This design comes from an exercise in tuning for small area, a short achievable clock period and few clock cycles per item on the open sky130 flow, not from production work. Where RTL was checked, it was by simulation tests only, not by an equivalence proof against the original.

## build 8
## mult_top
module mult_top #(
    parameter int OUT_DEPTH   = 4,
    parameter int OUT_CREDITS = 2
) (
    input  logic            clk,
    input  logic            arst_n,
    input  logic            op_valid,
    input  logic [63:0]     op,
    output logic            op_ready,
    output logic            res_valid,
    output logic [63:0]     res,
    input  logic            res_credit
);
export LEC_CHECK = 0
export ABC_AREA = 1
export CAP_MARGIN = 20
export CORE_MARGIN = 2
export CORE_UTILIZATION = 55
export GPL_TIMING_DRIVEN = 0
export SETUP_SLACK_MARGIN = 0.4
export SLEW_MARGIN = 20
create_clock -name core_clock -period 4.0 [get_ports {clk}]
standard.sh (not shown) runs the stock make flow with config.mk's settings and CLKGATE_MAP_FILE= SYNTH_SCRIPT=/design/flow/synth_recipe.tcl, a recipe that flattens the netlist after the stock synthesis.
==> flow/flow/run.sh <==
#!/bin/bash
# The standard layout, with two changes to how the netlist is buffered:
# the buffers that synthesis (abc) put in are taken out at floorplan, so the
# placer's repair builds the fanout trees, and the port buffers are buf_4
# cells rather than the delay cells buffer_ports picks by default. Every port
# still gets its own buffer. The full make output goes to standard.log; each
# ORFS step also keeps its own log under orfs/logs.
set -euo pipefail
export REMOVE_ABC_BUFFERS=1
export BUFFER_PORTS_ARGS="-buffer_cell sky130_fd_sc_hd__buf_4"
bash standard.sh finish > standard.log 2>&1
Build 8 reached the final stage; the timing, design-rule and antenna checks on its layout passed.
Testbench counts of build 8, summed over its fixed seeds: cycles 3,216, items 3,200.
For build 66, these inputs were changed with respect to build 8:
# build 8
export LEC_CHECK = 0
export ABC_AREA = 1
export CAP_MARGIN = 20
export CORE_MARGIN = 2
export CORE_UTILIZATION = 55
export GPL_TIMING_DRIVEN = 0
export SETUP_SLACK_MARGIN = 0.4
export SLEW_MARGIN = 20
create_clock -name core_clock -period 4.0 [get_ports {clk}]
# build 66
export LEC_CHECK = 0
export ABC_AREA = 1
export CAP_MARGIN = 20
export CORE_MARGIN = 2
export CORE_UTILIZATION = 55
export GPL_TIMING_DRIVEN = 0
export SETUP_SLACK_MARGIN = 0.2
export SLEW_MARGIN = 20
create_clock -name core_clock -period 4.0 [get_ports {clk}]
==> flow/run.sh (new file) <==
#!/bin/bash
# synth_recipe.tcl (not shown) runs the flow's synth.tcl, then flattens the netlist and writes it again
# the make line also repeats each setting of config.mk as NAME=value (left out here)
make -C /OpenROAD-flow-scripts/flow DESIGN_CONFIG=/design/flow/config.mk WORK_HOME=/design/flow/orfs CLKGATE_MAP_FILE= SYNTH_SCRIPT=/design/flow/synth_recipe.tcl finish
removed: flow/flow/run.sh
removed: flow/standard.sh
Notes after the runs:
Build 66: all stages complete, timing, DRC and antenna checks passed
Build 8 | status: complete | timing, DRC, antenna: pass
In the metrics for build 8 and build 66, the one carrying the higher smallest hold slack is build 66.
Build 66 — non-clock buffer count 172 higher, build 8 as reference
Build 8 and build 66 ended up with roughly the same synthesized area.
Diff build 8 -> build 66: count of clock-buffer cells in the layout saw a decrease, synthesized cell count saw little to no change.
Area: build 66 vs build 8 -> build 66 smaller
Between build 8 and build 66, number of global-route vias before repair is higher for build 66, build 8 comes in under that.
Compare build 8 and build 66 | global-route track usage on met1 higher: build 66
[inputs] build 39 vs build 66
==> flow/flow/run.sh (new file) <==
#!/bin/bash
# The standard layout, with two changes to how the netlist is buffered:
# the buffers that synthesis (abc) put in are taken out at floorplan, so the
# placer's repair builds the fanout trees, and the port buffers are buf_4
# cells rather than the delay cells buffer_ports picks by default. Every port
# still gets its own buffer. The full make output goes to standard.log; each
# ORFS step also keeps its own log under orfs/logs.
set -euo pipefail
export REMOVE_ABC_BUFFERS=1
export BUFFER_PORTS_ARGS="-buffer_cell sky130_fd_sc_hd__buf_4"
bash standard.sh finish > standard.log 2>&1
==> flow/standard.sh (new file) <==
#!/bin/bash
# synth_recipe.tcl (not shown) runs the flow's synth.tcl, then flattens the netlist and writes it again
# the make line also repeats each setting of config.mk as NAME=value (left out here)
make -C /OpenROAD-flow-scripts/flow DESIGN_CONFIG=/design/flow/config.mk WORK_HOME=/design/flow/orfs CLKGATE_MAP_FILE= SYNTH_SCRIPT=/design/flow/synth_recipe.tcl "${@:-finish}"
removed: flow/run.sh
Notes after the runs:
- Build 39 completed every stage of the flow, and the final layout passed the timing, design-rule and antenna checks.
- Build 39 vs build 66 — final instance area dropped slightly
- Row pin count of the biggest net entering global routing: build 39 higher / build 66 lower
- Build 66 has a higher met2 routing resource usage after global routing than build 39.
--- input diff build 39..build 14 ---
# build 39
export LEC_CHECK = 0
export ABC_AREA = 1
export CAP_MARGIN = 20
export CORE_MARGIN = 2
export CORE_UTILIZATION = 55
export GPL_TIMING_DRIVEN = 0
export SETUP_SLACK_MARGIN = 0.2
export SLEW_MARGIN = 20
create_clock -name core_clock -period 4.0 [get_ports {clk}]
# build 14
export LEC_CHECK = 0
export ABC_AREA = 1
export CAP_MARGIN = 20
export CORE_MARGIN = 2
export CORE_UTILIZATION = 55
export GPL_TIMING_DRIVEN = 0
export SLEW_MARGIN = 20
create_clock -name core_clock -period 4.0 [get_ports {clk}]
==> flow/run.sh (new file) <==
#!/bin/bash
# synth_recipe.tcl (not shown) runs the flow's synth.tcl, then flattens the netlist and writes it again
# the make line also repeats each setting of config.mk as NAME=value (left out here)
make -C /OpenROAD-flow-scripts/flow DESIGN_CONFIG=/design/flow/config.mk WORK_HOME=/design/flow/orfs CLKGATE_MAP_FILE= SYNTH_SCRIPT=/design/flow/synth_recipe.tcl finish
removed: flow/flow/run.sh
removed: flow/standard.sh
Results
Build 14: complete, dirty (negative setup slack). From build 39 to build 14 the numbers moved as follows: final critical-path required period saw an increase; smallest hold slack saw a decrease; critical path depth saw a decrease; mean routed wirelength per cell saw an increase; weighted congestion at the end of routability-driven global placement saw an increase. Against build 39, build 14 comes in 280 ps higher on peak per-stage delay on the critical path.

* * *

mult_top, a different RTL version from the one above (not shown whole).
Size: ~250 flip-flops, roughly 0.032 mm^2 of cells after synthesis.
Settings: LEC_CHECK=0, ABC_AREA=1, CAP_MARGIN=20, CORE_MARGIN=2, CORE_UTILIZATION=55, GPL_TIMING_DRIVEN=0, SETUP_SLACK_MARGIN=0.2, SLEW_MARGIN=20; clock period 4.0 ns.
run.sh (not shown) runs the stock make flow with config.mk's settings and CLKGATE_MAP_FILE= SYNTH_SCRIPT=/design/flow/synth_recipe.tcl, a recipe that flattens the netlist after the stock synthesis.
Stock flow here: none of the scripts above is used.
Edit:
- SETUP_SLACK_MARGIN: 0.2 -> default
With this change the flow ran to the end with violations: negative setup slack. Global-route usage shrinks by 1.9 points. Sequential share of layout area went up by 1.0 points. Register-to-register slack loses 30 ps. Design area shrinks by 6.6%.
No run of this note included a check of the RTL's function; only the layout flow was run.

* * *

Setup of oak:
mult_top, a different RTL version from the one above (not shown whole).
Size in the first run: roughly 3600 cells after synthesis, ~130 I/O pins, ~32000 um2 of cells after synthesis.
export LEC_CHECK = 0
export ABC_AREA = 1
export CAP_MARGIN = 20
export CORE_MARGIN = 2
export CORE_UTILIZATION = 55
export GPL_TIMING_DRIVEN = 0
export SETUP_SLACK_MARGIN = 0.4
export SLEW_MARGIN = 20
create_clock -name core_clock -period 4.0 [get_ports {clk}]
standard.sh (not shown) runs the stock make flow with config.mk's settings and CLKGATE_MAP_FILE= SYNTH_SCRIPT=/design/flow/synth_recipe.tcl, a recipe that flattens the netlist after the stock synthesis.
==> flow/flow/run.sh <==
#!/bin/bash
# The standard layout with three changes to the netlist it lays out:
#  1. after the standard synthesis, flow/polarity.py removes the inverters
#     that synthesis left around full-adder cells (a full adder is self-dual,
#     so flipping its polarity changes no function); registers are untouched.
#  2. the buffers that synthesis (abc) put in are taken out at floorplan, so
#     the placer's repair builds the fanout trees.
#  3. the port buffers are buf_4 cells rather than the delay cells
#     buffer_ports picks by default. Every port still gets its own buffer.
# Each step writes its full output to a log of its own here (synth.log,
# polarity.log, standard.log); each ORFS step also keeps its log under
# orfs/logs.
set -euo pipefail
export REMOVE_ABC_BUFFERS=1
export BUFFER_PORTS_ARGS="-buffer_cell sky130_fd_sc_hd__buf_4"
bash standard.sh synth > synth.log 2>&1
R=orfs/results/${FLOW_PLATFORM}/mult_top/base
python3 flow/polarity.py $R/1_2_yosys.v $R/1_2_yosys_pol.v > polarity.log 2>&1
cp $R/1_2_yosys.v $R/1_2_yosys_std.v
cp $R/1_2_yosys_pol.v $R/1_2_yosys.v
rm -f $R/1_synth.odb $R/1_synth.sdc
bash standard.sh finish > standard.log 2>&1
Other scripts of this flow, unchanged in this note and not shown: flow/flow/polarity.py
Testbench counts of oak, summed over its fixed seeds: cycles 3,216, items 3,200.
Inputs modified between oak and pine:
- changing SETUP_SLACK_MARGIN from 0.4 to 0.6
Notes after the runs:
On pine: buffering stage count on the worst path with inverters included is 1 lower than what oak gave. When pine is measured against oak, its met3 capacity usage during global routing turns out 1.4 points higher. pine — maximum achievable frequency 10 MHz higher, oak as reference. oak and pine ended up with roughly the same worst hold slack. Of oak and pine, the run reporting the higher share of the final layout cell area in sequential cells was oak. From oak to pine the numbers moved as follows: wire length +about 5.6%; via count +838.
Input-level comparison between birch and pine:
- SETUP_SLACK_MARGIN: 0.6 -> 0.2
Notes after the runs:
Compared with pine, in birch routing usage on met1 shrank by 0.84 points; global-route wire length before repair shrank by 3.1%.

* * *

Another version of the RTL of mult_top (not shown whole).
Size: roughly 3100 cells after synthesis, about 130 I/O pins.
==> flow/design.v (excerpt) <==
module mult_top #(
    parameter int OUT_DEPTH   = 4,
    parameter int OUT_CREDITS = 2
) (
    input  logic            clk,
    input  logic            arst_n,
    input  logic            op_valid,
    input  logic [63:0]     op,
    output logic            op_ready,
    output logic            res_valid,
    output logic [63:0]     res,
    input  logic            res_credit
);
export LEC_CHECK = 0
export ABC_AREA = 1
export CAP_MARGIN = 20
export CORE_MARGIN = 2
export CORE_UTILIZATION = 65
export GPL_TIMING_DRIVEN = 0
export PLACE_DENSITY = 0.72
export SETUP_SLACK_MARGIN = 0.5
export SLEW_MARGIN = 20
create_clock -name core_clock -period 4.0 [get_ports {clk}]
==> flow/flow/run.sh <==
#!/bin/bash
# The standard layout with three changes to the netlist it lays out:
#  1. after the standard synthesis, flow/polarity.py removes the inverters
#     that synthesis left around full-adder cells (a full adder is self-dual,
#     so flipping its polarity changes no function); registers are untouched.
#  2. the buffers that synthesis (abc) put in are taken out at floorplan, so
#     the placer's repair builds the fanout trees.
#  3. the port buffers are buf_2 cells rather than the delay cells
#     buffer_ports picks by default. Every port still gets its own buffer.
# Each step writes its full output to a log of its own here (synth.log,
# polarity.log, standard.log); each ORFS step also keeps its log under
# orfs/logs.
set -euo pipefail
export REMOVE_ABC_BUFFERS=1
export BUFFER_PORTS_ARGS="-buffer_cell sky130_fd_sc_hd__buf_2"
bash standard.sh synth > synth.log 2>&1
R=orfs/results/${FLOW_PLATFORM}/mult_top/base
python3 flow/polarity.py $R/1_2_yosys.v $R/1_2_yosys_pol.v > polarity.log 2>&1
cp $R/1_2_yosys.v $R/1_2_yosys_std.v
cp $R/1_2_yosys_pol.v $R/1_2_yosys.v
rm -f $R/1_synth.odb $R/1_synth.sdc
bash standard.sh finish > standard.log 2>&1
Other scripts of this flow, unchanged in this note and not shown: flow/flow/polarity.py
Testbench counts at the start, summed over its fixed seeds: cycles 3,216, items 3,200.
Next try:
--- a/flow/flow/run.sh
+++ b/flow/flow/run.sh
@@ -8 +8 @@
-#  3. the port buffers are buf_2 cells rather than the delay cells
+#  3. the port buffers are buf_4 cells rather than the delay cells
@@ -15 +15 @@
-export BUFFER_PORTS_ARGS="-buffer_cell sky130_fd_sc_hd__buf_2"
+export BUFFER_PORTS_ARGS="-buffer_cell sky130_fd_sc_hd__buf_4"
Effect:
- The new run went through all stages and came out clean
- utilization climbs by 0.82 points
- final area climbs by about 1.1%
- global-route usage drops by 0.17 points
- wire length stays flat
- clock skew climbs by 13 ps
Next try:
Settings changed: CORE_UTILIZATION 65 to 55, PLACE_DENSITY 0.72 to unset, SETUP_SLACK_MARGIN 0.5 to 0.4.
The new run finished with timing, DRC and antenna clean.
Sequential share of layout area is higher by 0.16 points.
Wire length is lower by 0.31%.
Setup slack degrades by 76 ps.
Final cell count is higher by 2.1%.
Next try:
Settings changed: CORE_UTILIZATION 55 to 65, PLACE_DENSITY set to 0.72.
- worst setup slack is better by 17 ps
Next try:
Settings changed: CORE_UTILIZATION 65 to 55, PLACE_DENSITY 0.72 to unset, SETUP_SLACK_MARGIN 0.4 to 0.5.
The changed run produced a clean layout.
Die area grows by about a fifth.
Via count shrinks by a few percent.
Cell area grows by a few percent.
Flip-flop and latch count stays the same.
Worst setup slack improves by 71 ps.
Area after synthesis is unchanged.
Global-route usage shrinks by 4.9 points.

* * *

## the reference run
Starting RTL as in the previous note.
==> flow/design.v (excerpt) <==
module mult_top #(
    parameter int OUT_DEPTH   = 4,
    parameter int OUT_CREDITS = 2
) (
    input  logic            clk,
    input  logic            arst_n,
    input  logic            op_valid,
    input  logic [63:0]     op,
    output logic            op_ready,
    output logic            res_valid,
    output logic [63:0]     res,
    input  logic            res_credit
);
==> flow/config.mk <==
export PLATFORM = sky130hd
export DESIGN_NAME = mult_top
export DESIGN_NICKNAME = mult_top
export VERILOG_FILES = /design/flow/design.v
export SDC_FILE = /design/flow/constraint.sdc
export NUM_CORES = 4
export LEC_CHECK = 0
export ABC_AREA = 1
export CAP_MARGIN = 20
export CORE_MARGIN = 2
export CORE_UTILIZATION = 55
export GPL_TIMING_DRIVEN = 0
export SETUP_SLACK_MARGIN = 0.5
export SLEW_MARGIN = 20
export TNS_END_PERCENT = 30
==> flow/constraint.sdc <==
create_clock -name core_clock -period 4.0 [get_ports {clk}]
set_input_delay 0.8000 -clock core_clock [delete_from_list [all_inputs] [get_ports {clk}]]
set_output_delay 0.8000 -clock core_clock [all_outputs]
set_load 0.01 [all_outputs]
==> flow/flow/run.sh <==
#!/bin/bash
# The standard layout with three changes to the netlist it lays out:
#  1. after the standard synthesis, flow/polarity.py removes the inverters
#     that synthesis left around full-adder cells (a full adder is self-dual,
#     so flipping its polarity changes no function); registers are untouched.
#  2. the buffers that synthesis (abc) put in are taken out at floorplan, so
#     the placer's repair builds the fanout trees.
#  3. the port buffers are buf_2 cells rather than the delay cells
#     buffer_ports picks by default. Every port still gets its own buffer.
# Each step writes its full output to a log of its own here (synth.log,
# polarity.log, standard.log); each ORFS step also keeps its log under
# orfs/logs.
set -euo pipefail
export REMOVE_ABC_BUFFERS=1
export BUFFER_PORTS_ARGS="-buffer_cell sky130_fd_sc_hd__buf_2"
bash standard.sh synth > synth.log 2>&1
R=orfs/results/${FLOW_PLATFORM}/mult_top/base
python3 flow/polarity.py $R/1_2_yosys.v $R/1_2_yosys_pol.v > polarity.log 2>&1
cp $R/1_2_yosys.v $R/1_2_yosys_std.v
cp $R/1_2_yosys_pol.v $R/1_2_yosys.v
rm -f $R/1_synth.odb $R/1_synth.sdc
bash standard.sh finish > standard.log 2>&1
Other scripts of this flow, unchanged in this note and not shown: flow/flow/polarity.py
Testbench counts of the reference run, summed over its fixed seeds: cycles 3,216, items 3,200.
Changes in the trial run relative to the reference run:
Settings: a change of CORE_UTILIZATION from 55 to 48; a deleted TNS_END_PERCENT that had been 30.
## What came out
Re core area: the trial run is 14% up on the reference run.
Compared with the reference run, the trial run instantiates a larger number of standard cells.
From the reference run to the trial run the numbers moved as follows: design area moved up, transition time at the pin with the least slew margin moved up, least setup slack across all paths after layout moved up, sum of overflow across all layers after global routing level, share of the final layout cell area in sequential cells moved down.
Taking the reference run as the reference, in the trial run routed wire length held steady.

re-timing with driven ports:
How much do the figures lean on ideal ports? The routed layouts below were timed once more, with nothing changed but the port constraints. Step 1 (the two cells are an assumption about what drives the block):
set clk [get_ports {clk}]
set_driving_cell -lib_cell sky130_fd_sc_hd__clkbuf_16 $clk
set_driving_cell -lib_cell sky130_fd_sc_hd__buf_2 [delete_from_list [all_inputs] $clk]
Step 2, shift: input delay + t, output delay - t, t = (earliest + latest rising clock arrival at the registers) / 2. This alone moves slack from input paths to output paths. a / b / c = ideal / step 1 / step 2; a / b = the first two.
| run | t, ns | setup WS [ns] | hold WS [ns] | worst data-port slew with drivers (ns) |
|---|---|---|---|---|
| build 8 | 0.626 | 0.408 / 0.311 / -0.315 | 0.433 / 0.444 / 0.535 | 0.27 |
| build 66 | 0.641 | 0.095 / 0.139 / -0.501 | 0.439 / 0.397 / 0.526 | 0.05 |
| build 39 | 0.627 | 0.231 / 0.252 / -0.374 | 0.486 / 0.440 / 0.534 | 0.09 |
| build 14 | 0.646 | -0.114 / -0.066 / -0.712 | 0.424 / 0.375 / 0.524 | 0.05 |
| the first run of note 2 | 0.655 | 0.124 / 0.165 / -0.489 | 0.379 / 0.335 / 0.552 | 0.07 |
| the second run of note 2 | 0.657 | -0.071 / -0.031 / -0.688 | 0.399 / 0.363 / 0.528 | 0.06 |
| oak | 0.639 | 0.417 / 0.381 / -0.258 | 0.035 / -0.009 / 0.525 | 0.16 |
| pine | 0.640 | 0.546 / 0.404 / -0.236 | 0.033 / -0.007 / 0.525 | 0.23 |
| birch | 0.637 | 0.218 / 0.251 / -0.385 | 0.036 / -0.008 / 0.525 | 0.06 |
| the first run of note 4 | 0.625 | 0.499 / 0.412 / -0.213 | 0.036 / -0.005 / 0.516 | 0.24 |
| the second run of note 4 | 0.622 | 0.472 / 0.323 / -0.299 | 0.036 / 0.000 / 0.532 | 0.22 |
| the third run of note 4 | 0.617 | 0.396 / 0.328 / -0.289 | 0.042 / 0.005 / 0.524 | 0.24 |
| the fourth run of note 4 | 0.625 | 0.413 / 0.377 / -0.248 | 0.032 / -0.002 / 0.535 | 0.23 |
| the fifth run of note 4 | 0.617 | 0.483 / 0.407 / -0.209 | 0.042 / 0.004 / 0.524 | 0.22 |
| the reference run | 0.622 | 0.496 / 0.369 / -0.253 | 0.052 / 0.008 / 0.533 | 0.26 |
| the trial run | 0.625 | 0.530 / 0.423 / -0.202 | 0.033 / 0.001 / 0.523 | 0.22 |
Met with ideal ports but missed after step 2: setup timing in 14 of these runs. For pine, which loses most, drivers alone change the setup slack by -0.142 ns; drivers and shift together by -0.782 ns.
